This is an optimization exercise on Yosys and OpenROAD, whose aim is a short achievable clock period, not a production implementation. Function was checked by simulation only, so behaviour that the tests miss may differ from the original.

## flow/design.v (module list and top-level ports; edited modules follow where they fit)
// module pc_sequencer: 24 lines
// module program_mem: 31 lines
// module instr_decode: 20 lines
// module fmul_s1: 1916 lines
// module fmul_s2: 23 lines
// module alu: 32 lines
// module cmp_finish: 18 lines
// module fmul_exp: 54 lines
// module reg_bank: 100 lines
// module float_core_top: 179 lines
module float_core_top (
  input  logic                clk,
  input  logic                reset,
  input  logic                run,
  input  logic                prog_we,
  input  core_pkg::word_t     prog_data,
  input  core_pkg::port_sel_t p_sel,
  input  core_pkg::word_t     P0,
  input  core_pkg::word_t     P1,
  output core_pkg::word_t     P0_out,
  output core_pkg::word_t     P1_out,
  output core_pkg::word_t     result,
  output logic                result_valid
);
  // ...
==> flow/flow/run.sh <==
#!/bin/bash
# The standard layout, with three changes to how it is made:
# - timing repair aims well below the clock period (the design's own paths
#   are far shorter than the period, and repair_timing only works on paths
#   whose slack is under its margin);
# - full adders are left to abc as plain logic (no ADDER_MAP_FILE), which
#   maps the carry-save tree with faster gates than the adder cells;
# - slow cells are kept out of the netlist: the weak a222oi_1 (its only
#   size), and gates with three- or four-high transistor stacks.
# The synthesis is otherwise the standard one, with the same registers.
set -uo pipefail
here=$(cd "$(dirname "$0")" && pwd)
p=sky130_fd_sc_hd__
slow="${p}a222oi_1"
for c in or4 or4b or4bb nor4 nor4b nor4bb o2111ai a2111oi o2111a a2111o xor3 xnor3 or3 nor3 or3b nor3b; do
  slow="$slow ${p}${c}_*"
done
dont_use="$(cat "$here/platform_dont_use.txt") $slow"
bash standard.sh SETUP_SLACK_MARGIN=12 ADDER_MAP_FILE= "DONT_USE_CELLS=$dont_use" finish > make.log 2>&1
==> flow/flow/platform_dont_use.txt <==
sky130_fd_sc_hd__probe_p_8 sky130_fd_sc_hd__probec_p_8 sky130_fd_sc_hd__lpflow_bleeder_1 sky130_fd_sc_hd__lpflow_clkbufkapwr_1 sky130_fd_sc_hd__lpflow_clkbufkapwr_16 sky130_fd_sc_hd__lpflow_clkbufkapwr_2 sky130_fd_sc_hd__lpflow_clkbufkapwr_4 sky130_fd_sc_hd__lpflow_clkbufkapwr_8 sky130_fd_sc_hd__lpflow_clkinvkapwr_1 sky130_fd_sc_hd__lpflow_clkinvkapwr_16 sky130_fd_sc_hd__lpflow_clkinvkapwr_2 sky130_fd_sc_hd__lpflow_clkinvkapwr_4 sky130_fd_sc_hd__lpflow_clkinvkapwr_8 sky130_fd_sc_hd__lpflow_decapkapwr_12 sky130_fd_sc_hd__lpflow_decapkapwr_3 sky130_fd_sc_hd__lpflow_decapkapwr_4 sky130_fd_sc_hd__lpflow_decapkapwr_6 sky130_fd_sc_hd__lpflow_decapkapwr_8 sky130_fd_sc_hd__lpflow_inputiso0n_1 sky130_fd_sc_hd__lpflow_inputiso0p_1 sky130_fd_sc_hd__lpflow_inputiso1n_1 sky130_fd_sc_hd__lpflow_inputiso1p_1 sky130_fd_sc_hd__lpflow_inputisolatch_1 sky130_fd_sc_hd__lpflow_isobufsrc_1 sky130_fd_sc_hd__lpflow_isobufsrc_16 sky130_fd_sc_hd__lpflow_isobufsrc_2 sky130_fd_sc_hd__lpflow_isobufsrc_4 sky130_fd_sc_hd__lpflow_isobufsrc_8 sky130_fd_sc_hd__lpflow_isobufsrckapwr_16 sky130_fd_sc_hd__lpflow_lsbuf_lh_hl_isowell_tap_1 sky130_fd_sc_hd__lpflow_lsbuf_lh_hl_isowell_tap_2 sky130_fd_sc_hd__lpflow_lsbuf_lh_hl_isowell_tap_4 sky130_fd_sc_hd__lpflow_lsbuf_lh_isowell_4 sky130_fd_sc_hd__lpflow_lsbuf_lh_isowell_tap_1 sky130_fd_sc_hd__lpflow_lsbuf_lh_isowell_tap_2 sky130_fd_sc_hd__lpflow_lsbuf_lh_isowell_tap_4 # # Define fill cells 
==> flow/standard.sh <==
#!/bin/bash
# synth_recipe.tcl (not shown) runs the flow's synth.tcl, then flattens the netlist and writes it again
# the make line also repeats each setting of config.mk as NAME=value (left out here)
make -C /OpenROAD-flow-scripts/flow DESIGN_CONFIG=/design/flow/config.mk WORK_HOME=/design/flow/orfs CLKGATE_MAP_FILE= SYNTH_SCRIPT=/design/flow/synth_recipe.tcl "${@:-finish}"
==> flow/config.mk <==
export PLATFORM = sky130hd
export DESIGN_NAME = float_core_top
export DESIGN_NICKNAME = float_core_top
export VERILOG_FILES = /design/flow/design.v
export SDC_FILE = /design/flow/constraint.sdc
export NUM_CORES = 4
export LEC_CHECK = 0
export ABC_CLOCK_PERIOD_IN_PS = 4000
export CAP_MARGIN = 20
export CORE_MARGIN = 2
export CORE_UTILIZATION = 45
export SETUP_SLACK_MARGIN = 5
export SLEW_MARGIN = 20
==> flow/constraint.sdc <==
create_clock -name core_clock -period 18.0 [get_ports {clk}]
set_input_delay 3.6000 -clock core_clock [delete_from_list [all_inputs] [get_ports {clk}]]
set_output_delay 3.6000 -clock core_clock [all_outputs]
set_load 0.01 [all_outputs]
==> notes.md, run 1 <==
biggest area consumer among synthesized cells=sky130_fd_sc_hd__edfxtp_1; adder-cell share of the synthesized area=3.20%; share of final layout cell area taken by non-clock buffers=between 10% and 20%; effective utilization at floorplan=between 40% and 50%; Worst EP arrival=8.03 ns; initial antenna violation count=17; layout cell share with drive strength beyond 1=around 35%; register fraction of the total cell area=between 20 and 30%; outcome=complete, no violations; Leading cell kind=multi-input gates; count of placed standard cells including taps=8132; Largest register FFs=416; master of the slowest instance on the critical path=sky130_fd_sc_hd__xnor2_2; Fmax achieved=between 100 and 150 MHz; number of enable flip-flop cells after synthesis=~420; first-pass GRT wire length=about 350000 µm; Startpoint Class=primary input; GRT Util Overall=approximately 33%; Top Metal Used=met5; number of setup violations in the final report=0; ys async rst share=44.2%; reg2reg end=row0_q[28]$_DFF_P_; clock tree sinks=917; area occupied by registers=about 25000 µm²; portion of the clock cycle consumed by the worst path in the final layout=about two fifths; Layout clock buffers=123; area taken by multi-input logic gates=~43000 µm²; most area-consuming cells after synthesis=sky130_fd_sc_hd__edfxtp_1 20%, sky130_fd_sc_hd__dfrtp_1 16%, sky130_fd_sc_hd__xnor2_1 11%
==> module fmul_s2, before the edit <==
module fmul_s2 (
  input  logic [47:0] row0,
  input  logic [47:0] row1,
  input  logic        clo,        
  output logic        sel,        
  output logic [22:0] man1,       
  output logic [22:0] man0        
);
  logic [47:0] x_s, x_c, x, y_s, y_c, y;
  assign x_s = {row0[47], row0[46], row0[45], row0[44], row0[43], row0[42], row0[41], row0[40], row0[39], row0[38], row0[37], row0[36], row0[35], row0[34], row0[33], row0[32], row0[31], row0[30], row0[29], row0[28], row0[27], row0[26], row0[25], row0[24], row0[23], row0[22], row0[21], row0[20], row0[19], row0[18], row0[17], row0[16], row0[15], row0[14], row0[13], row0[12], row0[11], row0[10], row0[9], row0[8], row0[7], row0[6], row0[5], row0[4], row0[3], row0[2], row0[1], row0[0]};
  assign x_c = {row1[47], row1[46], row1[45], row1[44], row1[43], row1[42], row1[41], row1[40], row1[39], row1[38], row1[37], row1[36], row1[35], row1[34], row1[33], row1[32], row1[31], row1[30], row1[29], row1[28], row1[27], row1[26], row1[25], row1[24], row1[23], row1[22], row1[21], row1[20], row1[19], row1[18], row1[17], row1[16], row1[15], row1[14], row1[13], row1[12], row1[11], row1[10], row1[9], row1[8], row1[7], row1[6], row1[5], row1[4], row1[3], row1[2], row1[1], row1[0]};
  assign x[47:12] = x_s[47:12] + x_c[47:12] + {35'd0, clo};
  assign x[11:0] = '0;
  logic [47:0] y_g;
  assign y_s = x_s ^ x_c ^ 48'h400000;
  assign y_g = (x_s & x_c) | ((x_s | x_c) & 48'h400000);
  assign y_c = {y_g[46:12], 13'd0};
  assign y[47:12] = y_s[47:12] + y_c[47:12] + {35'd0, clo};
  assign y[11:0] = '0;
  assign sel  = x[47];
  assign man1 = y[46:24];
  assign man0 = x[45:23];
endmodule
==> module reg_bank, before the edit <==
module reg_bank (
  input  logic                 clk,
  input  logic                 reset,
  input  logic                 wr_en,
  input  core_pkg::reg_idx_t   rs,
  input  core_pkg::word_t      instr_next,    
  input  core_pkg::word_t      instr_after,   
  input  core_pkg::port_sel_t  p_sel,
  input  core_pkg::word_t      P0,
  input  core_pkg::word_t      P1,
  input  core_pkg::word_t      alu_result,
  output logic                 fwd_a,         
  output logic                 fwd_b,
  output core_pkg::word_t      base_a,        
  output core_pkg::word_t      base_b,
  output logic [35:0]          base_enc_b,    
  output core_pkg::word_t      P0_out,
  output core_pkg::word_t      P1_out
);
  core_pkg::word_t    regs [core_pkg::NUM_REGS];
  logic               use_p0;
  logic               use_p1;
  core_pkg::word_t    wr_data;
  core_pkg::reg_idx_t rs_n;
  core_pkg::reg_idx_t ra_a;
  core_pkg::reg_idx_t rb_a;
  logic               wr_n;
  core_pkg::word_t    copy_a_d;
  core_pkg::word_t    copy_b_d;
  core_pkg::word_t    copy_a;    
  core_pkg::word_t    copy_b;
  logic [35:0]        copy_enc_b;
  logic [2:0]         hit_a;     
  logic [2:0]         hit_b;
  logic               sel_p0_a;
  logic               sel_p1_a;
  logic               sel_c_a;
  logic               sel_p0_b;
  logic               sel_p1_b;
  logic               sel_c_b;
  assign use_p0  = (rs == 3'd0) & ~p_sel[0];
  assign use_p1  = (rs == 3'd1) & ~p_sel[1];
  assign wr_data = use_p0 ? P0 : (use_p1 ? P1 : alu_result);
  always_ff @(posedge clk or posedge reset)
  begin
    if (reset)
    begin
      for (int i = 0; i < core_pkg::NUM_REGS; i++)
        regs[i] <= '0;
    end
    else if (wr_en)
    begin
      regs[rs] <= wr_data;
    end
  end
  assign rs_n = instr_next[core_pkg::RS_MSB -: 3];
  assign wr_n = core_pkg::op_writes(instr_next[core_pkg::OP_MSB -: 4]);
  assign ra_a = instr_after[core_pkg::RA_MSB -: 3];
  assign rb_a = instr_after[core_pkg::RB_MSB -: 3];
  assign copy_a_d = (wr_en & (rs == ra_a)) ? wr_data : regs[ra_a];
  assign copy_b_d = (wr_en & (rs == rb_a)) ? wr_data : regs[rb_a];
  always_ff @(posedge clk or posedge reset)
  begin
    if (reset)
    begin
      copy_a     <= '0;
      copy_b     <= '0;
      copy_enc_b <= core_pkg::booth_enc(23'd0);
      hit_a      <= '0;
      hit_b      <= '0;
    end
    else
    begin
      copy_a     <= copy_a_d;
      copy_b     <= copy_b_d;
      copy_enc_b <= core_pkg::booth_enc(copy_b_d[22:0]);
      hit_a      <= {wr_n & (rs_n == ra_a) & (rs_n > 3'd1),
                     wr_n & (rs_n == ra_a) & (rs_n == 3'd1),
                     wr_n & (rs_n == ra_a) & (rs_n == 3'd0)};
      hit_b      <= {wr_n & (rs_n == rb_a) & (rs_n > 3'd1),
                     wr_n & (rs_n == rb_a) & (rs_n == 3'd1),
                     wr_n & (rs_n == rb_a) & (rs_n == 3'd0)};
    end
  end
  assign sel_p0_a = hit_a[0] & ~p_sel[0];
  assign sel_p1_a = hit_a[1] & ~p_sel[1];
  assign fwd_a    = hit_a[2] | (hit_a[0] & p_sel[0]) | (hit_a[1] & p_sel[1]);
  assign sel_c_a  = ~(|hit_a);
  assign sel_p0_b = hit_b[0] & ~p_sel[0];
  assign sel_p1_b = hit_b[1] & ~p_sel[1];
  assign fwd_b    = hit_b[2] | (hit_b[0] & p_sel[0]) | (hit_b[1] & p_sel[1]);
  assign sel_c_b  = ~(|hit_b);
  assign base_a = (P0 & {32{sel_p0_a}}) | (P1 & {32{sel_p1_a}}) | (copy_a & {32{sel_c_a}});
  assign base_b = (P0 & {32{sel_p0_b}}) | (P1 & {32{sel_p1_b}}) | (copy_b & {32{sel_c_b}});
  assign base_enc_b = (core_pkg::booth_enc(P0[22:0]) & {36{sel_p0_b}})
                    | (core_pkg::booth_enc(P1[22:0]) & {36{sel_p1_b}})
                    | (copy_enc_b & {36{sel_c_b}});
  assign P0_out = regs[0];
  assign P1_out = regs[1];
endmodule
==> module float_core_top, before the edit <==
module float_core_top (
  input  logic                clk,
  input  logic                reset,
  input  logic                run,
  input  logic                prog_we,
  input  core_pkg::word_t     prog_data,
  input  core_pkg::port_sel_t p_sel,
  input  core_pkg::word_t     P0,
  input  core_pkg::word_t     P1,
  output core_pkg::word_t     P0_out,
  output core_pkg::word_t     P1_out,
  output core_pkg::word_t     result,
  output logic                result_valid
);
  core_pkg::addr_t    pc;
  core_pkg::word_t    instr_next;   
  core_pkg::opcode_t  op;
  core_pkg::reg_idx_t rs;
  core_pkg::opcode_t  op_next;
  logic               fwd_a;
  logic               fwd_b;
  core_pkg::word_t    instr_after;
  core_pkg::word_t    base_a;
  core_pkg::word_t    base_b;
  logic [35:0]        base_enc_b;
  core_pkg::word_t    a_next;
  core_pkg::word_t    b_next;
  core_pkg::word_t    other_next;
  logic [7:0]         nib_gt_next;
  logic [7:0]         nib_eq_next;
  logic [7:0]         nib_gt_q;     
  logic [7:0]         nib_eq_q;
  logic               is_gt_q;      
  logic               is_lt_q;      
  logic               cmp_bit;      
  logic [8:0]         hi1_next;
  logic [8:0]         hi0_next;
  logic               norm1_next;
  logic               norm0_next;
  logic [35:0]        enc_next;
  core_pkg::word_t    other_q;      
  logic [8:0]         hi1_q;        
  logic [8:0]         hi0_q;
  logic               norm1_q;      
  logic               norm0_q;
  logic [47:0]        row0_q;
  logic [47:0]        row1_q;
  logic [47:0]        row0;
  logic               clo;
  logic               clo_q;        
  logic [47:0]        row1;
  logic               sel;
  logic [22:0]        man1;
  logic [22:0]        man0;
  core_pkg::word_t    res1;         
  core_pkg::word_t    res0;         
  pc_sequencer u_pc_sequencer (
    .clk     (clk),
    .reset   (reset),
    .run     (run),
    .prog_we (prog_we),
    .pc      (pc)
  );
  program_mem u_program_mem (
    .clk       (clk),
    .reset     (reset),
    .prog_we   (prog_we),
    .prog_data (prog_data),
    .pc        (pc),
    .instr       (instr_next),
    .instr_after (instr_after)
  );
  instr_decode u_instr_decode (
    .clk     (clk),
    .reset   (reset),
    .instr   (instr_next),
    .op      (op),
    .rs      (rs),
    .wr_en   (result_valid)
  );
  reg_bank u_reg_bank (
    .clk        (clk),
    .reset      (reset),
    .wr_en      (result_valid),
    .rs         (rs),
    .instr_next  (instr_next),
    .instr_after (instr_after),
    .p_sel      (p_sel),
    .P0         (P0),
    .P1         (P1),
    .alu_result (result),
    .fwd_a      (fwd_a),
    .fwd_b      (fwd_b),
    .base_a     (base_a),
    .base_b     (base_b),
    .base_enc_b (base_enc_b),
    .P0_out     (P0_out),
    .P1_out     (P1_out)
  );
  fmul_s2 u_fmul_s2 (
    .row0 (row0_q),
    .row1 (row1_q),
    .clo  (clo_q),
    .sel  (sel),
    .man1 (man1),
    .man0 (man0)
  );
  cmp_finish u_cmp_finish (
    .nib_gt (nib_gt_q),
    .nib_eq (nib_eq_q),
    .is_gt  (is_gt_q),
    .is_lt  (is_lt_q),
    .bit0   (cmp_bit)
  );
  assign res1 = {hi1_q, (man1 & {23{norm1_q}}) | other_q[22:0] | {22'd0, cmp_bit}};
  assign res0 = {hi0_q, (man0 & {23{norm0_q}}) | other_q[22:0] | {22'd0, cmp_bit}};
  assign result = sel ? res1 : res0;
  assign a_next = base_a | (result & {32{fwd_a}});
  assign b_next = base_b | (result & {32{fwd_b}});
  assign enc_next = base_enc_b | (core_pkg::booth_enc(result[22:0]) & {36{fwd_b}});
  assign op_next = instr_next[core_pkg::OP_MSB -: 4];
  alu u_alu (
    .a          (a_next),
    .b          (b_next),
    .op         (op_next),
    .alu_result (other_next),
    .nib_gt     (nib_gt_next),
    .nib_eq     (nib_eq_next)
  );
  fmul_exp u_fmul_exp (
    .a       (a_next),
    .b       (b_next),
    .is_fmul (op_next == core_pkg::OP_FMUL),
    .hi1     (hi1_next),
    .hi0     (hi0_next),
    .norm1   (norm1_next),
    .norm0   (norm0_next)
  );
  fmul_s1 u_fmul_s1 (
    .a    ({1'b1, a_next[22:0]}),
    .one  (enc_next[11:0]),
    .two  (enc_next[23:12]),
    .neg  (enc_next[35:24]),
    .row0 (row0),
    .row1 (row1),
    .clo  (clo)
  );
  always_ff @(posedge clk or posedge reset)
  begin
    if (reset)
    begin
      other_q <= '0;
      is_gt_q <= 1'b0;
      is_lt_q <= 1'b0;
      hi1_q   <= '0;
      hi0_q   <= '0;
      norm1_q <= 1'b0;
      norm0_q <= 1'b0;
    end
    else
    begin
      other_q <= other_next;
      is_gt_q <= (op_next == core_pkg::OP_GT);
      is_lt_q <= (op_next == core_pkg::OP_LT);
      hi1_q   <= hi1_next | other_next[31:23];
      hi0_q   <= hi0_next | other_next[31:23];
      norm1_q <= norm1_next;
      norm0_q <= norm0_next;
    end
  end
  always_ff @(posedge clk)
  begin
    row0_q <= row0;
    clo_q  <= clo;
    nib_gt_q <= nib_gt_next;
    nib_eq_q <= nib_eq_next;
    row1_q <= row1;
  end
endmodule
==> run 2, diff against run 1 <==
--- a/flow/design.v
+++ b/flow/design.v
@@ -2028,38 +2028,38 @@
   assign s1_945 = 1'b1 ^ a[22] ^ s1_310;
   assign s1_946 = (1'b1 & a[22]) | (1'b1 & s1_310) | (a[22] & s1_310);
   assign s1_947 = s1_942 ^ s1_945;
   assign s1_948 = s1_942 & s1_945;
   assign s1_949 = a[23] ^ s1_946;
   assign s1_950 = a[23] & s1_946;
   assign row0 = {s1_948, s1_944, s1_940, s1_934, s1_928, s1_920, s1_912, s1_902, s1_892, s1_880, s1_868, s1_854, s1_840, s1_824, s1_808, s1_790, s1_772, s1_752, s1_732, s1_710, s1_688, s1_664, s1_640, s1_618, s1_596, s1_574, s1_552, s1_530, s1_510, s1_490, s1_472, s1_454, s1_438, s1_422, s1_408, s1_394, s1_391, s1_370, s1_360, s1_357, s1_347, s1_339, s1_331, s1_325, s1_319, s1_315, s1_1, s1_0};
   assign row1 = {s1_949, s1_947, s1_943, s1_939, s1_933, s1_927, s1_919, s1_911, s1_901, s1_891, s1_879, s1_867, s1_853, s1_839, s1_823, s1_807, s1_789, s1_771, s1_751, s1_731, s1_709, s1_687, s1_663, s1_639, s1_617, s1_595, s1_573, s1_551, s1_529, s1_509, s1_489, s1_471, s1_453, s1_437, s1_421, s1_407, s1_393, s1_381, s1_369, s1_359, s1_349, s1_341, s1_333, s1_327, s1_321, s1_317, s1_313, s1_311};
-  logic [11:0] low_sum;
-  assign {clo, low_sum} = {1'b0, row0[11:0]} + {1'b0, row1[11:0]};
+  logic [7:0] low_sum;
+  assign {clo, low_sum} = {1'b0, row0[7:0]} + {1'b0, row1[7:0]};
 endmodule
 module fmul_s2 (
   input  logic [47:0] row0,
   input  logic [47:0] row1,
   input  logic        clo,        
   output logic        sel,        
   output logic [22:0] man1,       
   output logic [22:0] man0        
 );
   logic [47:0] x_s, x_c, x, y_s, y_c, y;
   assign x_s = {row0[47], row0[46], row0[45], row0[44], row0[43], row0[42], row0[41], row0[40], row0[39], row0[38], row0[37], row0[36], row0[35], row0[34], row0[33], row0[32], row0[31], row0[30], row0[29], row0[28], row0[27], row0[26], row0[25], row0[24], row0[23], row0[22], row0[21], row0[20], row0[19], row0[18], row0[17], row0[16], row0[15], row0[14], row0[13], row0[12], row0[11], row0[10], row0[9], row0[8], row0[7], row0[6], row0[5], row0[4], row0[3], row0[2], row0[1], row0[0]};
   assign x_c = {row1[47], row1[46], row1[45], row1[44], row1[43], row1[42], row1[41], row1[40], row1[39], row1[38], row1[37], row1[36], row1[35], row1[34], row1[33], row1[32], row1[31], row1[30], row1[29], row1[28], row1[27], row1[26], row1[25], row1[24], row1[23], row1[22], row1[21], row1[20], row1[19], row1[18], row1[17], row1[16], row1[15], row1[14], row1[13], row1[12], row1[11], row1[10], row1[9], row1[8], row1[7], row1[6], row1[5], row1[4], row1[3], row1[2], row1[1], row1[0]};
-  assign x[47:12] = x_s[47:12] + x_c[47:12] + {35'd0, clo};
-  assign x[11:0] = '0;
+  assign x[47:8] = x_s[47:8] + x_c[47:8] + {39'd0, clo};
+  assign x[7:0] = '0;
   logic [47:0] y_g;
   assign y_s = x_s ^ x_c ^ 48'h400000;
   assign y_g = (x_s & x_c) | ((x_s | x_c) & 48'h400000);
-  assign y_c = {y_g[46:12], 13'd0};
-  assign y[47:12] = y_s[47:12] + y_c[47:12] + {35'd0, clo};
-  assign y[11:0] = '0;
+  assign y_c = {y_g[46:8], 9'd0};
+  assign y[47:8] = y_s[47:8] + y_c[47:8] + {39'd0, clo};
+  assign y[7:0] = '0;
   assign sel  = x[47];
   assign man1 = y[46:24];
   assign man0 = x[45:23];
 endmodule
 module alu (
   input  core_pkg::word_t   a,
   input  core_pkg::word_t   b,
   input  core_pkg::opcode_t op,
@@ -2169,48 +2169,45 @@
   input  logic                 wr_en,
   input  core_pkg::reg_idx_t   rs,
   input  core_pkg::word_t      instr_next,    
   input  core_pkg::word_t      instr_after,   
   input  core_pkg::port_sel_t  p_sel,
   input  core_pkg::word_t      P0,
   input  core_pkg::word_t      P1,
   input  core_pkg::word_t      alu_result,
-  output logic                 fwd_a,         
-  output logic                 fwd_b,
-  output core_pkg::word_t      base_a,        
-  output core_pkg::word_t      base_b,
-  output logic [35:0]          base_enc_b,    
+  output core_pkg::word_t      operand_a,       
+  output core_pkg::word_t      operand_b,
+  output logic [35:0]          operand_enc_b,   
   output core_pkg::word_t      P0_out,
   output core_pkg::word_t      P1_out
 );
   core_pkg::word_t    regs [core_pkg::NUM_REGS];
-  logic               use_p0;
-  logic               use_p1;
+  core_pkg::word_t    t0;
+  core_pkg::word_t    t1;
   core_pkg::word_t    wr_data;
+  logic               none_a;
+  logic               none_b;
+  logic [35:0]        enc_r;
+  logic [35:0]        enc_t0;
+  logic [35:0]        enc_t1;
   core_pkg::reg_idx_t rs_n;
   core_pkg::reg_idx_t ra_a;
   core_pkg::reg_idx_t rb_a;
   logic               wr_n;
   core_pkg::word_t    copy_a_d;
   core_pkg::word_t    copy_b_d;
   core_pkg::word_t    copy_a;    
   core_pkg::word_t    copy_b;
   logic [35:0]        copy_enc_b;
   logic [2:0]         hit_a;     
   logic [2:0]         hit_b;
-  logic               sel_p0_a;
-  logic               sel_p1_a;
-  logic               sel_c_a;
-  logic               sel_p0_b;
-  logic               sel_p1_b;
-  logic               sel_c_b;
-  assign use_p0  = (rs == 3'd0) & ~p_sel[0];
-  assign use_p1  = (rs == 3'd1) & ~p_sel[1];
-  assign wr_data = use_p0 ? P0 : (use_p1 ? P1 : alu_result);
+  assign t0      = p_sel[0] ? alu_result : P0;
+  assign t1      = p_sel[1] ? alu_result : P1;
+  assign wr_data = (rs == 3'd0) ? t0 : ((rs == 3'd1) ? t1 : alu_result);
   always_ff @(posedge clk or posedge reset)
   begin
     if (reset)
     begin
       for (int i = 0; i < core_pkg::NUM_REGS; i++)
         regs[i] <= '0;
     end
     else if (wr_en)
@@ -2242,29 +2239,27 @@
       hit_a      <= {wr_n & (rs_n == ra_a) & (rs_n > 3'd1),
                      wr_n & (rs_n == ra_a) & (rs_n == 3'd1),
                      wr_n & (rs_n == ra_a) & (rs_n == 3'd0)};
       hit_b      <= {wr_n & (rs_n == rb_a) & (rs_n > 3'd1),
                      wr_n & (rs_n == rb_a) & (rs_n == 3'd1),
                      wr_n & (rs_n == rb_a) & (rs_n == 3'd0)};
     end
   end
-  assign sel_p0_a = hit_a[0] & ~p_sel[0];
-  assign sel_p1_a = hit_a[1] & ~p_sel[1];
-  assign fwd_a    = hit_a[2] | (hit_a[0] & p_sel[0]) | (hit_a[1] & p_sel[1]);
-  assign sel_c_a  = ~(|hit_a);
-  assign sel_p0_b = hit_b[0] & ~p_sel[0];
-  assign sel_p1_b = hit_b[1] & ~p_sel[1];
-  assign fwd_b    = hit_b[2] | (hit_b[0] & p_sel[0]) | (hit_b[1] & p_sel[1]);
-  assign sel_c_b  = ~(|hit_b);
-  assign base_a = (P0 & {32{sel_p0_a}}) | (P1 & {32{sel_p1_a}}) | (copy_a & {32{sel_c_a}});
-  assign base_b = (P0 & {32{sel_p0_b}}) | (P1 & {32{sel_p1_b}}) | (copy_b & {32{sel_c_b}});
-  assign base_enc_b = (core_pkg::booth_enc(P0[22:0]) & {36{sel_p0_b}})
-                    | (core_pkg::booth_enc(P1[22:0]) & {36{sel_p1_b}})
-                    | (copy_enc_b & {36{sel_c_b}});
+  assign none_a = ~(|hit_a);
+  assign none_b = ~(|hit_b);
+  assign operand_a = (t0 & {32{hit_a[0]}}) | (t1 & {32{hit_a[1]}})
+                   | (alu_result & {32{hit_a[2]}}) | (copy_a & {32{none_a}});
+  assign operand_b = (t0 & {32{hit_b[0]}}) | (t1 & {32{hit_b[1]}})
+                   | (alu_result & {32{hit_b[2]}}) | (copy_b & {32{none_b}});
+  assign enc_r  = core_pkg::booth_enc(alu_result[22:0]);
+  assign enc_t0 = p_sel[0] ? enc_r : core_pkg::booth_enc(P0[22:0]);
+  assign enc_t1 = p_sel[1] ? enc_r : core_pkg::booth_enc(P1[22:0]);
+  assign operand_enc_b = (enc_t0 & {36{hit_b[0]}}) | (enc_t1 & {36{hit_b[1]}})
+                       | (enc_r & {36{hit_b[2]}}) | (copy_enc_b & {36{none_b}});
   assign P0_out = regs[0];
   assign P1_out = regs[1];
 endmodule
 module float_core_top (
   input  logic                clk,
   input  logic                reset,
   input  logic                run,
   input  logic                prog_we,
@@ -2277,22 +2272,17 @@
   output core_pkg::word_t     result,
   output logic                result_valid
 );
   core_pkg::addr_t    pc;
   core_pkg::word_t    instr_next;   
   core_pkg::opcode_t  op;
   core_pkg::reg_idx_t rs;
   core_pkg::opcode_t  op_next;
-  logic               fwd_a;
-  logic               fwd_b;
   core_pkg::word_t    instr_after;
-  core_pkg::word_t    base_a;
-  core_pkg::word_t    base_b;
-  logic [35:0]        base_enc_b;
   core_pkg::word_t    a_next;
   core_pkg::word_t    b_next;
   core_pkg::word_t    other_next;
   logic [7:0]         nib_gt_next;
   logic [7:0]         nib_eq_next;
   logic [7:0]         nib_gt_q;     
   logic [7:0]         nib_eq_q;
   logic               is_gt_q;      
@@ -2349,21 +2339,19 @@
     .wr_en      (result_valid),
     .rs         (rs),
     .instr_next  (instr_next),
     .instr_after (instr_after),
     .p_sel      (p_sel),
     .P0         (P0),
     .P1         (P1),
     .alu_result (result),
-    .fwd_a      (fwd_a),
-    .fwd_b      (fwd_b),
-    .base_a     (base_a),
-    .base_b     (base_b),
-    .base_enc_b (base_enc_b),
+    .operand_a     (a_next),
+    .operand_b     (b_next),
+    .operand_enc_b (enc_next),
     .P0_out     (P0_out),
     .P1_out     (P1_out)
   );
   fmul_s2 u_fmul_s2 (
     .row0 (row0_q),
     .row1 (row1_q),
     .clo  (clo_q),
     .sel  (sel),
@@ -2375,19 +2363,16 @@
     .nib_eq (nib_eq_q),
     .is_gt  (is_gt_q),
     .is_lt  (is_lt_q),
     .bit0   (cmp_bit)
   );
   assign res1 = {hi1_q, (man1 & {23{norm1_q}}) | other_q[22:0] | {22'd0, cmp_bit}};
   assign res0 = {hi0_q, (man0 & {23{norm0_q}}) | other_q[22:0] | {22'd0, cmp_bit}};
   assign result = sel ? res1 : res0;
-  assign a_next = base_a | (result & {32{fwd_a}});
-  assign b_next = base_b | (result & {32{fwd_b}});
-  assign enc_next = base_enc_b | (core_pkg::booth_enc(result[22:0]) & {36{fwd_b}});
   assign op_next = instr_next[core_pkg::OP_MSB -: 4];
   alu u_alu (
     .a          (a_next),
     .b          (b_next),
     .op         (op_next),
     .alu_result (other_next),
     .nib_gt     (nib_gt_next),
     .nib_eq     (nib_eq_next)
==> run 2 against run 1 <==
  * Still clean on timing, DRC and antenna
  * Critical path depth decreased by 8
  * Setup slack worse by 0.040 ns
  * Sequential share of layout area shrank 1.1 points
  * Flip-flop and latch count grew 8
  * Worst hold slack got worse by 0.035 ns
  * Synthesized area rose by 6.3%
  * Cell area is 5.0% higher
  * Clock skew is 0.014 ns lower
  * Die area increased by 6.2%
  * Critical path type is now register to primary output
  * Critical endpoint is now result[18]
  * Largest cell class unchanged
==> notes.md, run 2 <==
initial antenna violation count=26 (+9); most area-consuming cells after synthesis=sky130_fd_sc_hd__edfxtp_1 19%, sky130_fd_sc_hd__dfrtp_1 15%, sky130_fd_sc_hd__xnor2_1 9.4%; outcome=complete, no violations; MaxCap Viol Count=0; buffer and inverter count on the worst path=5; Top cell by count, worst path=sky130_fd_sc_hd__buf_6; list of cells traversed by the critical path=xor2_4, buf_6, mux2i_4, mux2i_4, and4b_2, a311oi_4, buf_12, o21a_4, buf_6, o311ai_4, a221oi_4, inv_2, buf_6; number of iterations in the first detailed-routing pass=12; layout cell share with drive strength beyond 1=34.9% (+0.39 points); gate count after technology mapping=7004; most common cell in the synthesized netlist=sky130_fd_sc_hd__nand2_1; TritonCTS buffer count=96; final sum of negative setup slack=0 ns; top cells by instance count after synthesis=753 x sky130_fd_sc_hd__nand2_1, 705 x sky130_fd_sc_hd__xnor2_1, 585 x sky130_fd_sc_hd__o21ai_0; clock-pin slew reported for the worst setup and hold paths after clock tree synthesis=~0.06 ns; dominant register cell in the synthesized netlist=sky130_fd_sc_hd__edfxtp_1; Final Critical Period=about 7.5 ns; Largest register FFs=416 (unchanged); first-pass GRT wire length=395000 µm (+12%); Die Ht=between 300 and 400 µm; synthesized cell area=around 66000 µm²; via total after detailed routing=62.6k; Startpoint Class=register; worst clock skew=about 0.06 ns; maximum count of clock buffers along a single path=3; registers with the most flip-flops=u_program_mem.mem: 416 flops, u_reg_bank.regs: 256 flops; final hold violation count=0; RePlAce Congestion=between 0.9 and 1; register-to-register setup slack=approximately 11 ns; number of nets in the synthesized netlist=around 7k; M3 GR Usage=around 13%; part of the Yosys area used for sequential elements=37.5%; biggest area consumer among synthesized cells=sky130_fd_sc_hd__edfxtp_1; number of setup violations in the final report=0 (unchanged); clock insertion delay at the later pin of the skew report=0.76 ns; total gr overflow=0; detailed-route DRC error count=0; Total Nets Final=between 7k and 8k; Max-slew headroom=between 15 and 20%; Avg WL per Cell=28.9 µm; CP delay by family, top=compound AO/OA/AOI/OAI gates; cell area after placement=between 70000 and 80000 µm²; overall die area=around 150000 µm²; met1 track demand over resource in global routing=a little under half; busiest layer in global routing=met2; top register by number of flip-flops=u_program_mem.mem; Setup CP Type=register to primary output; number of nets with antenna violations after routing=0; number of placed I/O pins=between 150 and 200; average via count per standard cell=6.47; Hold Path Class=register to register; Yosys cell types=about 110; count of synthesis-stage warnings from yosys=9; Avg Cell Area, Syn=approximately 9.4 µm²; CP Data Required Time=between 10 and 15 ns; GRT met2 Usage=51.4%; IO buf count=~180; portion of the clock cycle consumed by the worst path in the final layout=41.6% (+0.22 points); relative area change from synthesis to final layout=34.6%; master of the slowest instance on the critical path=sky130_fd_sc_hd__a221oi_4; number of global-route vias before repair=58.6k; HPWL after detailed placement=~170000 µm; RSZ-0062 raised after global routing=yes; width of the chip=about 390 µm; kind of capture point of the worst setup path=primary output; root buffer selected by CTS=sky130_fd_sc_hd__clkbuf_16; CTS HTree Levels=3; count of state elements after synthesis=about 900; Yosys top cell area share=about a fifth; Worst EP arrival=3.88 ns (-4.15 ns); Fmax achieved=134 MHz (-0.54%); final-layout fill cell count=11.8k; slew of the pin with the lowest slew margin=1.24 ns; Row Count=140; most used cells in the layout excluding fill and tap cells=724 x sky130_fd_sc_hd__nand2_1, 626 x sky130_fd_sc_hd__buf_4, 484 x sky130_fd_sc_hd__xnor2_1; GRT Util Overall=35.3% (+2.0 points); drt total wl=280000 µm; leading cell type in the layout, fill and taps excluded=sky130_fd_sc_hd__nand2_1; Core Box Area=145000 µm²; number of enable flip-flop cells after synthesis=416 (unchanged); clock tree sinks=925 (+0.87%); area taken by multi-input logic gates=45900 µm² (+6.8%); CTS tree=built; effective utilization at floorplan=45.3% (+0.055 points); post-route design area=about 89000 µm²; max-slew violation count=0; area occupied by registers=25000 µm² (+1.0%); drt initial violations=between 7k and 8k; largest stage delay on the critical path=0.56 ns; ys async rst share=43.8% (-0.38 points); Worst Path Max Fanout=5; pin count of the biggest net entering global routing=approximately 150
-- run 2: changes by cell type after synthesis, moves of 40 or more --
| cell | previous run | this run |
|---|---|---|
| sky130_fd_sc_hd__nand2_1 | 706 | 753 |
| sky130_fd_sc_hd__nand3_1 | 81 | 126 |
| sky130_fd_sc_hd__a211oi_1 | 24 | 73 |
| sky130_fd_sc_hd__o21ai_0 | 448 | 585 |
| sky130_fd_sc_hd__xnor2_1 | 753 | 705 |
| sky130_fd_sc_hd__a22o_1 | 79 | 30 |
| sky130_fd_sc_hd__a21o_1 | 32 | 72 |
-- run 2: repair_timing --
item	in CTS	in global routing
endpoints found under the hold margin	0	0
cloned	44	15
hold buffers	0	0
gates resized for setup	1331	467
buffers inserted	538	154
pin swaps	462	398
endpoints found under the setup margin	234	156
-- run 2: layout make-up --
cell class                 count  share of cell area, %
antenna                        9                 0.0254
clock buffer                 126                   3.03
clock inverter                53                  0.790
inverter                     136                  0.723
multi-input combinational   5428                   51.8
sequential                   925                   28.2
tap                         1917                   2.71
timing repair buffer        1085                   12.7
timing repair inverter         2                 0.0198
-- run 2: logic make-up (layout without fill, tap and decap cells) --
logic type,Yosys count,in the layout,share of synthesized area [%]
AOI/OAI and AO/OA,2078,2084,21.1
xor gates and xnor gates,979,979,13.3
adders and majority gates,209,209,3.26
buffers and inverters,665,1402,4.38
DFF,925,925,37.5
muxes,349,350,7.86
other,0,9,0
and+or+nand+nor,1799,1806,12.5
-- run 2: routing by layer --
layer / up-vias / share of wire [%]
li1: 26900 / -
met1: 30400 / 38
met2: 4025 / 42
met3: 1220 / 13
met4: 40 / 6.9
met5: - / 0.14
-- run 2: per-stage QoR --
| step | hold slack (ns) | setup WS (ns) | utilization [%] | std cells |
|---|---|---|---|---|
| after floorplan | 0.331 | 8.95 | - | 7004 |
| after CTS | 0.400 | 10.63 | 58.4 | 9503 |
| after global routing | 0.414 | 10.49 | 60.9 | 9674 |
| after detailed placement | 0.393 | 9.03 | 49.2 | 8742 |
| after global placement | 0.396 | 9.08 | 49.2 | 8742 |
| final | 0.398 | 10.52 | 60.9 | 9681 |
-- run 2: final timing paths --
path | cells after the start | from | end
setup / recovery | 13 | row1_q[21]$_DFF_P_ | result[18]
hold / removal | 0 | u_program_mem.rd_data[26]$_DFF_P_ | u_instr_decode.ir[26]$_DFF_PP0_
max in group asynchronous | 4 | reset | u_reg_bank.regs[6][31]$_DFFE_PP0P_
hold reg to reg | 0 | u_program_mem.rd_data[26]$_DFF_P_ | u_instr_decode.ir[26]$_DFF_PP0_
setup reg to reg | 28 | row1_q[21]$_DFF_P_ | row0_q[28]$_DFF_P_
min in group asynchronous | 2 | reset | u_pc_sequencer.pc[0]$_DFFE_PP0P_
==> run 3, diff against run 2 <==
--- a/flow/design.v
+++ b/flow/design.v
@@ -2038,5 +2038,24 @@
 endmodule
-module fmul_s2 (
+module fmul_pg (
   input  logic [47:0] row0,
   input  logic [47:0] row1,
+  output logic [47:8] px,
+  output logic [47:8] gx,
+  output logic [47:8] py,
+  output logic [47:8] gy
+);
+  logic [47:0] y_s, y_g, y_c;
+  assign px = row0[47:8] ^ row1[47:8];
+  assign gx = row0[47:8] & row1[47:8];
+  assign y_s = row0 ^ row1 ^ 48'h400000;
+  assign y_g = (row0 & row1) | ((row0 | row1) & 48'h400000);
+  assign y_c = {y_g[46:8], 9'd0};
+  assign py = y_s[47:8] ^ y_c[47:8];
+  assign gy = y_s[47:8] & y_c[47:8];
+endmodule
+module fmul_s2 (
+  input  logic [47:8] px,
+  input  logic [47:8] gx,
+  input  logic [47:8] py,
+  input  logic [47:8] gy,
   input  logic        clo,        
@@ -2046,13 +2065,48 @@
 );
-  logic [47:0] x_s, x_c, x, y_s, y_c, y;
-  assign x_s = {row0[47], row0[46], row0[45], row0[44], row0[43], row0[42], row0[41], row0[40], row0[39], row0[38], row0[37], row0[36], row0[35], row0[34], row0[33], row0[32], row0[31], row0[30], row0[29], row0[28], row0[27], row0[26], row0[25], row0[24], row0[23], row0[22], row0[21], row0[20], row0[19], row0[18], row0[17], row0[16], row0[15], row0[14], row0[13], row0[12], row0[11], row0[10], row0[9], row0[8], row0[7], row0[6], row0[5], row0[4], row0[3], row0[2], row0[1], row0[0]};
-  assign x_c = {row1[47], row1[46], row1[45], row1[44], row1[43], row1[42], row1[41], row1[40], row1[39], row1[38], row1[37], row1[36], row1[35], row1[34], row1[33], row1[32], row1[31], row1[30], row1[29], row1[28], row1[27], row1[26], row1[25], row1[24], row1[23], row1[22], row1[21], row1[20], row1[19], row1[18], row1[17], row1[16], row1[15], row1[14], row1[13], row1[12], row1[11], row1[10], row1[9], row1[8], row1[7], row1[6], row1[5], row1[4], row1[3], row1[2], row1[1], row1[0]};
-  assign x[47:8] = x_s[47:8] + x_c[47:8] + {39'd0, clo};
-  assign x[7:0] = '0;
-  logic [47:0] y_g;
-  assign y_s = x_s ^ x_c ^ 48'h400000;
-  assign y_g = (x_s & x_c) | ((x_s | x_c) & 48'h400000);
-  assign y_c = {y_g[46:8], 9'd0};
-  assign y[47:8] = y_s[47:8] + y_c[47:8] + {39'd0, clo};
-  assign y[7:0] = '0;
+  logic [40:0] x_g0, x_p0;
+  assign x_g0 = {gx, clo};
+  assign x_p0 = {px, 1'b0};
+  logic [40:0] x_g1, x_p1;
+  assign x_g1 = {x_g0[40:1] | (x_p0[40:1] & x_g0[39:0]), x_g0[0:0]};
+  assign x_p1 = {x_p0[40:1] & x_p0[39:0], x_p0[0:0]};
+  logic [40:0] x_g2, x_p2;
+  assign x_g2 = {x_g1[40:2] | (x_p1[40:2] & x_g1[38:0]), x_g1[1:0]};
+  assign x_p2 = {x_p1[40:2] & x_p1[38:0], x_p1[1:0]};
+  logic [40:0] x_g3, x_p3;
+  assign x_g3 = {x_g2[40:4] | (x_p2[40:4] & x_g2[36:0]), x_g2[3:0]};
+  assign x_p3 = {x_p2[40:4] & x_p2[36:0], x_p2[3:0]};
+  logic [40:0] x_g4, x_p4;
+  assign x_g4 = {x_g3[40:8] | (x_p3[40:8] & x_g3[32:0]), x_g3[7:0]};
+  assign x_p4 = {x_p3[40:8] & x_p3[32:0], x_p3[7:0]};
+  logic [40:0] x_g5, x_p5;
+  assign x_g5 = {x_g4[40:16] | (x_p4[40:16] & x_g4[24:0]), x_g4[15:0]};
+  assign x_p5 = {x_p4[40:16] & x_p4[24:0], x_p4[15:0]};
+  logic [40:0] x_g6, x_p6;
+  assign x_g6 = {x_g5[40:32] | (x_p5[40:32] & x_g5[8:0]), x_g5[31:0]};
+  assign x_p6 = {x_p5[40:32] & x_p5[8:0], x_p5[31:0]};
+  logic [47:8] x;
+  assign x = px ^ x_g6[39:0];
+  logic [40:0] y_g0, y_p0;
+  assign y_g0 = {gy, clo};
+  assign y_p0 = {py, 1'b0};
+  logic [40:0] y_g1, y_p1;
+  assign y_g1 = {y_g0[40:1] | (y_p0[40:1] & y_g0[39:0]), y_g0[0:0]};
+  assign y_p1 = {y_p0[40:1] & y_p0[39:0], y_p0[0:0]};
+  logic [40:0] y_g2, y_p2;
+  assign y_g2 = {y_g1[40:2] | (y_p1[40:2] & y_g1[38:0]), y_g1[1:0]};
+  assign y_p2 = {y_p1[40:2] & y_p1[38:0], y_p1[1:0]};
+  logic [40:0] y_g3, y_p3;
+  assign y_g3 = {y_g2[40:4] | (y_p2[40:4] & y_g2[36:0]), y_g2[3:0]};
+  assign y_p3 = {y_p2[40:4] & y_p2[36:0], y_p2[3:0]};
+  logic [40:0] y_g4, y_p4;
+  assign y_g4 = {y_g3[40:8] | (y_p3[40:8] & y_g3[32:0]), y_g3[7:0]};
+  assign y_p4 = {y_p3[40:8] & y_p3[32:0], y_p3[7:0]};
+  logic [40:0] y_g5, y_p5;
+  assign y_g5 = {y_g4[40:16] | (y_p4[40:16] & y_g4[24:0]), y_g4[15:0]};
+  assign y_p5 = {y_p4[40:16] & y_p4[24:0], y_p4[15:0]};
+  logic [40:0] y_g6, y_p6;
+  assign y_g6 = {y_g5[40:32] | (y_p5[40:32] & y_g5[8:0]), y_g5[31:0]};
+  assign y_p6 = {y_p5[40:32] & y_p5[8:0], y_p5[31:0]};
+  logic [47:8] y;
+  assign y = py ^ y_g6[39:0];
   assign sel  = x[47];
@@ -2300,4 +2354,6 @@
   logic               norm0_q;
-  logic [47:0]        row0_q;
-  logic [47:0]        row1_q;
+  logic [47:8]        px_q;         
+  logic [47:8]        gx_q;
+  logic [47:8]        py_q;         
+  logic [47:8]        gy_q;
   logic [47:0]        row0;
@@ -2306,2 +2362,6 @@
   logic [47:0]        row1;
+  logic [47:8]        px;
+  logic [47:8]        gx;
+  logic [47:8]        py;
+  logic [47:8]        gy;
   logic               sel;
@@ -2353,4 +2413,6 @@
   fmul_s2 u_fmul_s2 (
-    .row0 (row0_q),
-    .row1 (row1_q),
+    .px   (px_q),
+    .gx   (gx_q),
+    .py   (py_q),
+    .gy   (gy_q),
     .clo  (clo_q),
@@ -2397,2 +2459,10 @@
   );
+  fmul_pg u_fmul_pg (
+    .row0 (row0),
+    .row1 (row1),
+    .px   (px),
+    .gx   (gx),
+    .py   (py),
+    .gy   (gy)
+  );
   always_ff @(posedge clk or posedge reset)
@@ -2422,3 +2492,6 @@
   begin
-    row0_q <= row0;
+    px_q   <= px;
+    gx_q   <= gx;
+    py_q   <= py;
+    gy_q   <= gy;
     clo_q  <= clo;
@@ -2426,3 +2499,2 @@
     nib_eq_q <= nib_eq_next;
-    row1_q <= row1;
   end
==> run 3 against run 2 <==
  * Cell area fell by 1.3%
  * Flip-flop and latch count grew 74
  * Critical path type is now primary input to register
  * Largest cell class unchanged
  * Highest routed layer is now met4
==> notes.md, run 3 <==
outcome=complete, no violations; Core Box Area=143000 µm² (-1.6%); cell area after placement=70600 µm² (-1.3%); number of nets in the synthesized netlist=6861 (-3.4%); first element of the critical path=p_sel[0]; count of state elements after synthesis=999 (+8.0%); Max-slew headroom=17.8% (+0.75 points); Startpoint Class=primary input; Setup CP Type=primary input to register; number of placed I/O pins=199 (unchanged); number of iterations in the first detailed-routing pass=8 (-4); part of the Yosys area used for sequential elements=40.5% (+2.9 points); Final Critical Period=7.37 ns (-0.108 ns); count of synthesis-stage warnings from yosys=9 (unchanged); pin count of the biggest net entering global routing=80 (-47%); first-pass GRT wire length=387000 µm (-2.1%); CTS tree=built; most used cells in the layout excluding fill and tap cells=686 x sky130_fd_sc_hd__nand2_1, 608 x sky130_fd_sc_hd__buf_4, 497 x sky130_fd_sc_hd__xnor2_1; maximum count of clock buffers along a single path=3 (unchanged); via total after detailed routing=60.2k (-3.8%); most area-consuming cells after synthesis=sky130_fd_sc_hd__edfxtp_1 19%, sky130_fd_sc_hd__dfrtp_1 16%, sky130_fd_sc_hd__xnor2_1 10%; slew of the pin with the lowest slew margin=1.22 ns (-0.0195 ns); MaxCap Viol Count=0 (unchanged); origin of the critical flop-to-flop path=px_q[13]$_DFF_P_; number of nets with antenna violations after routing=0 (unchanged); drt initial violations=7369 (-7.8%); average via count per standard cell=6.37 (-1.6%); Yosys top cell area share=19.3% (+0.33 points); post-route design area=87400 µm² (-1.3%); registers with the most flip-flops=u_program_mem.mem: 416 flops, u_reg_bank.regs: 256 flops; top register by number of flip-flops=u_program_mem.mem; ys async rst share=40.5% (-3.2 points); IO buf count=179 (unchanged); Die Ht=383 µm (-0.84%); clock-pin slew reported for the worst setup and hold paths after clock tree synthesis=0.07 ns (about the same); max-slew violation count=0 (unchanged); relative area change from synthesis to final layout=35.1%; CP Data Required Time=18.66 ns (+4.26 ns); top cells by instance count after synthesis=739 x sky130_fd_sc_hd__xnor2_1, 725 x sky130_fd_sc_hd__nand2_1, 593 x sky130_fd_sc_hd__o21ai_0; detailed-route DRC error count=0 (unchanged); overall die area=147000 µm² (-1.7%); Worst Path Max Fanout=8 (+3); total gr overflow=0 (unchanged); final hold violation count=0 (unchanged); CTS HTree Levels=3 (unchanged); initial antenna violation count=5 (-81%); hold-fix buffer count after cts=0 (unchanged); kind of capture point of the worst setup path=register; number of global-route vias before repair=56.7k (-3.2%); Hold Path Class=register to register; Fmax achieved=136 MHz (+1.5%); width of the chip=383 µm (-0.84%); synthesized cell area=64700 µm² (-1.7%); RSZ-0062 raised after global routing=yes; TritonCTS buffer count=106 (+10%); biggest area consumer among synthesized cells=sky130_fd_sc_hd__edfxtp_1; Total Nets Final=7575 (-2.6%); drt total wl=275000 µm (-1.8%); worst clock skew=0.0884 ns (+0.0286 ns); clock insertion delay at the later pin of the skew report=0.80 ns (+0.04 ns); Avg Cell Area, Syn=9.57 µm² (+1.9%); Row Count=139 (-0.71%); clock tree sinks=999 (+8.0%); layout cell share with drive strength beyond 1=34.5% (-0.40 points); number of enable flip-flop cells after synthesis=416 (unchanged); Worst Hold Launch=u_program_mem.rd_data[27]$_DFF_P_; Worst EP arrival=8.03 ns (+4.15 ns); Largest register FFs=416 (unchanged); gate count after technology mapping=6759 (-3.5%); Yosys cell types=106 (-6.2%); leading cell type in the layout, fill and taps excluded=sky130_fd_sc_hd__nand2_1; effective utilization at floorplan=45.2% (-0.067 points); Min-Delay Path Depth=0 (unchanged); cells on worst reg2reg path=29 (+3.6%); root buffer selected by CTS=sky130_fd_sc_hd__clkbuf_16; Avg WL per Cell=29.1 µm (+0.53%); HPWL after detailed placement=172000 µm (+1.4%); RePlAce Congestion=0.986 (+0.45%); number of setup violations in the final report=0 (unchanged); dominant register cell in the synthesized netlist=sky130_fd_sc_hd__edfxtp_1; final sum of negative setup slack=0 ns (unchanged); portion of the clock cycle consumed by the worst path in the final layout=41.0% (-0.60 points); most common cell in the synthesized netlist=sky130_fd_sc_hd__xnor2_1; GRT Util Overall=35.7% (+0.42 points)
## run 3: cell count changes in the layout (fill, tap and decap cells not counted), sizes merged, moves of 42 or more
cell   change
buf       -42
dfxtp     +74
inv       +55
mux2i     -68
nor2      -52
o22ai     -51
or2       -45
xor2      +51
## run 3: repair_timing
item | in CTS | in global routing
gates cloned | 35 | 12
endpoints found under the hold margin | 0 | 0
setup endpoints to repair | 304 | 242
pin swaps | 391 | 298
resized for setup | 1431 | 404
buffers inserted | 480 | 134
## run 3: path summary, 6_finish.rpt
path / to / slack, ns
setup / recovery: py_q[25]$_DFF_P_ / 10.63
hold / removal: u_instr_decode.ir[27]$_DFF_PP0_ / 0.44
setup reg to reg: py_q[18]$_DFF_P_ / 11.18
hold reg to reg: u_instr_decode.ir[27]$_DFF_PP0_ / 0.44
max in group asynchronous: u_reg_bank.regs[6][17]$_DFFE_PP0P_ / 12.62
min in group asynchronous: u_reg_bank.regs[2][28]$_DFFE_PP0P_ / 3.21
## run 3: area by class of cell
| class | instances | area, µm² |
|---|---|---|
| Antenna cell | 2 | 5.00 |
| Timing Repair Buffer | 1049 | 10900 |
| Multi-Input combinational cell | 5119 | 43400 |
| Clock inverter | 55 | 718 |
| Fill cell | 11500 | 55700 |
| Clock buffer | 136 | 2850 |
| Sequential cell | 999 | 26300 |
| Inverter | 198 | 862 |
| Tap cell | 1903 | 2380 |
## run 3: metal layers
metal,part of all wire (%),track usage [%],up-vias,wire length [µm]
met5,0,0,-,0
met4,8.0,22.7,0,22100
met3,11,10.3,1116,31500
met2,43,53.5,3800,119000
met1,37,45.3,29400,102000
li1,-,-,25900,-
## run 3: per-stage QoR
stage               hold slack, ns  instances  worst slack, ns  util (%)
floorplan                    0.365       6759             8.95         -
global placement             0.416       8607             8.37      49.3
detailed placement           0.426       8607             8.35      49.3
CTS                          0.426       9313            10.82      58.8
global route                 0.439       9459            10.57      61.1
finish                       0.441       9461            10.63      61.1
## run 3: cell families after synthesis
logic type / synth area share [%]
AND/OR/NAND/NOR: 11.1
buffers and inverters: 4.00
multiplexers: 7.06
XOR/XNOR: 14.5
adder cells (fa/ha/maj): 3.39
flip-flops: 40.5
AO/OA/AOI/OAI: 19.5
## run 3: worst max-delay path, cell delays in order
cell and delay (ns):
sky130_fd_sc_hd__buf_16 0.14, sky130_fd_sc_hd__buf_16 0.17, sky130_fd_sc_hd__buf_16 0.16, sky130_fd_sc_hd__buf_12 0.13
sky130_fd_sc_hd__nand2_8 0.06, sky130_fd_sc_hd__nand2_8 0.09, sky130_fd_sc_hd__a221o_1 0.39, sky130_fd_sc_hd__buf_12 0.16
sky130_fd_sc_hd__and4_4 0.16, sky130_fd_sc_hd__a211o_1 0.30, sky130_fd_sc_hd__and3_4 0.21, sky130_fd_sc_hd__o211ai_1 0.30
sky130_fd_sc_hd__a21oi_2 0.14, sky130_fd_sc_hd__o31ai_4 0.32, sky130_fd_sc_hd__a21bo_2 0.28, sky130_fd_sc_hd__o21ai_2 0.10
sky130_fd_sc_hd__xor2_2 0.22, sky130_fd_sc_hd__xnor2_2 0.09, sky130_fd_sc_hd__buf_4 0.17, sky130_fd_sc_hd__o211ai_1 0.17
sky130_fd_sc_hd__and4_4 0.25, sky130_fd_sc_hd__nand2b_4 0.15, sky130_fd_sc_hd__o21ai_2 0.06, sky130_fd_sc_hd__xnor2_1 0.18
==> run 4, diff against run 3 <==
--- a/flow/design.v
+++ b/flow/design.v
@@ -2043,4 +2043,4 @@
   output logic [47:8] gx,
-  output logic [47:8] py,
-  output logic [47:8] gy
+  output logic [47:8] ys,
+  output logic [47:8] yc
 );
@@ -2052,4 +2052,4 @@
   assign y_c = {y_g[46:8], 9'd0};
-  assign py = y_s[47:8] ^ y_c[47:8];
-  assign gy = y_s[47:8] & y_c[47:8];
+  assign ys = y_s[47:8];
+  assign yc = y_c[47:8];
 endmodule
@@ -2058,4 +2058,4 @@
   input  logic [47:8] gx,
-  input  logic [47:8] py,
-  input  logic [47:8] gy,
+  input  logic [47:8] ys,
+  input  logic [47:8] yc,
   input  logic        clo,        
@@ -2065,2 +2065,5 @@
 );
+  logic [47:8] py, gy;
+  assign py = ys ^ yc;
+  assign gy = ys & yc;
   logic [40:0] x_g0, x_p0;
@@ -2356,4 +2359,4 @@
   logic [47:8]        gx_q;
-  logic [47:8]        py_q;         
-  logic [47:8]        gy_q;
+  logic [47:8]        ys_q;         
+  logic [47:8]        yc_q;
   logic [47:0]        row0;
@@ -2364,4 +2367,4 @@
   logic [47:8]        gx;
-  logic [47:8]        py;
-  logic [47:8]        gy;
+  logic [47:8]        ys;
+  logic [47:8]        yc;
   logic               sel;
@@ -2415,4 +2418,4 @@
     .gx   (gx_q),
-    .py   (py_q),
-    .gy   (gy_q),
+    .ys   (ys_q),
+    .yc   (yc_q),
     .clo  (clo_q),
@@ -2464,4 +2467,4 @@
     .gx   (gx),
-    .py   (py),
-    .gy   (gy)
+    .ys   (ys),
+    .yc   (yc)
   );
@@ -2494,4 +2497,4 @@
     gx_q   <= gx;
-    py_q   <= py;
-    gy_q   <= gy;
+    ys_q   <= ys;
+    yc_q   <= yc;
     clo_q  <= clo;
==> run 4 against run 3 <==
  * Still clean
  * First-iteration DRC count increased by 14%
  * Die area down 1.9%
  * Flip-flop and latch count shrank 73
  * Setup slack worse by 0.00080 ns
  * Via count up 1.2%
  * Final cell count decreased by 0.86%
  * Synthesized cell count decreased by 0.75%
  * Global-route usage up 0.93 points
  * Non-clock buffer count grew 29
  * Register-to-register slack got worse by 0.11 ns
  * Critical path type is now register to primary output
  * Critical endpoint is now result[1]
  * Highest routed layer is now met5
==> notes.md, run 4 <==
registers with the most flip-flops=u_program_mem.mem: 416 flops, u_reg_bank.regs: 256 flops, gx_q: 39 flops; Final Critical Period=7.37 ns (+0.000800 ns); leading cell type in the layout, fill and taps excluded=sky130_fd_sc_hd__nand2_1; Die Ht=380 µm (-0.96%); kind of capture point of the worst setup path=primary output; Top cell by count, worst path=sky130_fd_sc_hd__buf_6; Fmax achieved=136 MHz (about the same); CTS tree=built; first-pass GRT wire length=392000 µm (+1.3%); final-layout fill cell count=11.3k (-1.8%); area occupied by registers=24900 µm² (-5.2%); IO buf count=179 (unchanged); gate count after technology mapping=6708 (-0.75%); RePlAce Congestion=1.00 (+1.7%); clock insertion delay at the later pin of the skew report=0.78 ns (-0.02 ns); Core Box Area=140000 µm² (-2.4%); drt total wl=279000 µm (+1.4%); number of iterations in the first detailed-routing pass=14 (+6); number of global-route vias before repair=57.2k (+0.85%); TritonCTS buffer count=97 (-8.5%); top cells by instance count after synthesis=742 x sky130_fd_sc_hd__nand2_1, 734 x sky130_fd_sc_hd__xnor2_1, 571 x sky130_fd_sc_hd__o21ai_0; Worst Path Max Fanout=4 (-4); Yosys cell types=100 (-5.7%); top register by number of flip-flops=u_program_mem.mem; Row Count=137 (-1.4%); most area-consuming cells after synthesis=sky130_fd_sc_hd__edfxtp_1 20%, sky130_fd_sc_hd__dfrtp_1 16%, sky130_fd_sc_hd__xnor2_1 10%; hold_ws=0.403 ns (-0.0383 ns); post-route design area=85000 µm² (-2.8%); portion of the clock cycle consumed by the worst path in the final layout=41.0% (about the same); area taken by multi-input logic gates=42400 µm² (-2.3%); drt initial violations=8381 (+14%); max-slew violation count=0 (unchanged); Max-slew headroom=19.4% (+1.6 points); via total after detailed routing=61.0k (+1.2%); worst clock skew=0.0593 ns (-0.0291 ns); master of the slowest instance on the critical path=sky130_fd_sc_hd__a221oi_4; Hold Path Class=register to register; root buffer selected by CTS=sky130_fd_sc_hd__clkbuf_16; effective utilization at floorplan=45.4% (+0.21 points); non-filler cells, final=9380 (-0.86%); dominant register cell in the synthesized netlist=sky130_fd_sc_hd__edfxtp_1; most used cells in the layout excluding fill and tap cells=722 x sky130_fd_sc_hd__nand2_1, 625 x sky130_fd_sc_hd__buf_4, 538 x sky130_fd_sc_hd__xnor2_1; final sum of negative setup slack=0 ns (unchanged); Total Nets Final=7510 (-0.86%); count of synthesis-stage warnings from yosys=9 (unchanged); initial antenna violation count=21 (+16); ys async rst share=43.7% (+3.2 points); number of nets in the synthesized netlist=6810 (-0.74%); overall die area=144000 µm² (-1.9%); detailed-route DRC error count=0 (unchanged); width of the chip=380 µm (-0.96%); count of state elements after synthesis=926 (-7.3%); CTS HTree Levels=3 (unchanged); largest stage delay on the critical path=0.35 ns (-0.04 ns); Worst EP arrival=3.77 ns (-4.26 ns); most common cell in the synthesized netlist=sky130_fd_sc_hd__nand2_1; relative area change from synthesis to final layout=33.9%; average via count per standard cell=6.50 (+2.1%); list of cells traversed by the critical path=a21o_1, a31o_1, a221oi_4, buf_4, a31oi_4, o22a_4, and3_4, buf_6, buf_4, a221oi_4, buf_6, clkinvlp_4, buf_6; maximum count of clock buffers along a single path=3 (unchanged); Startpoint Class=register; number of nets with antenna violations after routing=0 (unchanged); total gr overflow=0 (unchanged); Yosys top cell area share=19.7% (+0.38 points); CP Data Required Time=14.40 ns (-4.26 ns); Setup CP Type=register to primary output; synthesized cell area=63500 µm² (-1.9%); RSZ-0062 raised after global routing=yes; Largest register FFs=416 (unchanged); outcome=complete, no violations; biggest area consumer among synthesized cells=sky130_fd_sc_hd__edfxtp_1; number of placed I/O pins=199 (unchanged); Avg WL per Cell=29.7 µm (+2.3%); MaxCap Viol Count=0 (unchanged); number of enable flip-flop cells after synthesis=416 (unchanged); GRT Util Overall=36.7% (+0.93 points); pin count of the biggest net entering global routing=83 (+3.8%); slew of the pin with the lowest slew margin=1.20 ns (-0.0239 ns); layout cell share with drive strength beyond 1=33.3% (-1.2 points); clock tree sinks=926 (-7.3%); final hold violation count=0 (unchanged); part of the Yosys area used for sequential elements=39.0% (-1.5 points); HPWL after detailed placement=163000 µm (-5.0%); cell area after placement=68500 µm² (-2.9%); count of placed standard cells including taps=8470 (-1.6%); clock-pin slew reported for the worst setup and hold paths after clock tree synthesis=0.06 ns (about the same); Avg Cell Area, Syn=9.46 µm² (-1.2%); number of setup violations in the final report=0 (unchanged)
## run 4: critical path: cells and delay by family (launching register included)
family	cells	cell delay, ns
AND/OR/NAND/NOR	1	0.19
buffers and inverters	6	1.04
flip-flops	1	0.34
AO/OA/AOI/OAI	6	1.46
## run 4: layer usage
metal  part of all wire [%]  routed length, µm  track usage, %  vias up
met1                     36             101000            45.0    29400
met2                     41             116000            53.2     4216
met5                   0.11                299           0.661        -
li1                       -                  -               -    25900
met4                    8.8              24600            23.5       28
met3                     13              37300            14.8     1444
## run 4: worst paths after layout
| path | from | to | slack, ns | cells past startpoint |
|---|---|---|---|---|
| max reg2reg | gx_q[32]$_DFF_P_ | gx_q[19]$_DFF_P_ | 11.07 | 27 |
| max in group asynchronous | reset | other_q[2]$_DFF_PP0_ | 12.28 | 5 |
| min | u_program_mem.rd_data[26]$_DFF_P_ | u_instr_decode.ir[26]$_DFF_PP0_ | 0.40 | 0 |
| min in group asynchronous | reset | u_reg_bank.regs[5][29]$_DFFE_PP0P_ | 3.34 | 2 |
| max | gx_q[32]$_DFF_P_ | result[1] | 10.63 | 13 |
| min reg2reg | u_program_mem.rd_data[26]$_DFF_P_ | u_instr_decode.ir[26]$_DFF_PP0_ | 0.40 | 0 |
## run 4: metrics by stage
stage | worst slack [ns] | utilization, %
2_1_floorplan | 8.95 | -
3_5_place_dp | 8.93 | 49.1
5_1_grt | 10.56 | 60.8
3_3_place_gp | 8.97 | 49.1
6_report | 10.63 | 60.8
4_1_cts | 10.64 | 58.5
## run 4: timing repair
item / CTS / global route
resized for setup: 1364 / 377
pin swaps: 455 / 353
endpoints found under the setup margin: 265 / 197
buffers inserted: 508 / 150
hold buffers: 0 / 0
gates cloned: 48 / 9
## run 4: logic make-up after synthesis
group | share of synthesized area (%)
xor gates and xnor gates | 14.8
buffers and inverters | 4.28
DFF | 39.0
muxes | 6.12
and+or+nand+nor | 11.2
AOI/OAI and AO/OA | 20.7
adders and majority gates | 3.95
## run 4: area by class of cell
type	instances	share of cell area (%)
well taps	1876	2.76
flip-flops and latches	926	29.3
diodes	14	0.0412
inverters	183	0.941
clock inverters	60	0.829
clock buffers	121	3.01
repair buffers	1078	13.1
multi-input cells	5122	50.0

-- re-timing with driven ports --
How much do the figures lean on ideal ports? The routed layouts below were timed once more, with nothing changed but the port constraints. Step 1, drivers: a clkbuf_16 drives clk and a buf_2 each remaining input, both assumed. Step 2, shift: input delay + t, output delay - t, t = (earliest + latest rising clock arrival at the registers) / 2. This alone moves slack from input paths to output paths. Three values: no drivers, after step 1, after step 2; two values: the first two.
run | shift t [ns] | setup WS [ns] | worst hold slack (ns) | worst slew at a driven data input, ns | pins driven straight from the clock port
run 1 | 0.802 | 10.558 / 10.578 / 9.801 | 0.433 / 0.433 / 0.433 | 0.15 | 1
run 2 | 0.805 | 10.518 / 10.441 / 10.079 | 0.398 / 0.398 / 0.398 | 0.48 | 1
run 3 | 0.844 | 10.626 / 10.608 / 9.764 | 0.441 / 0.441 / 0.441 | 0.28 | 1
run 4 | 0.826 | 10.625 / 10.545 / 9.720 | 0.403 / 0.403 / 0.403 | 0.27 | 1
After both steps every run listed still meets setup and hold. The setup slack of run 4, which loses most, moves by -0.080 ns with the drivers and by -0.905 ns with both steps.
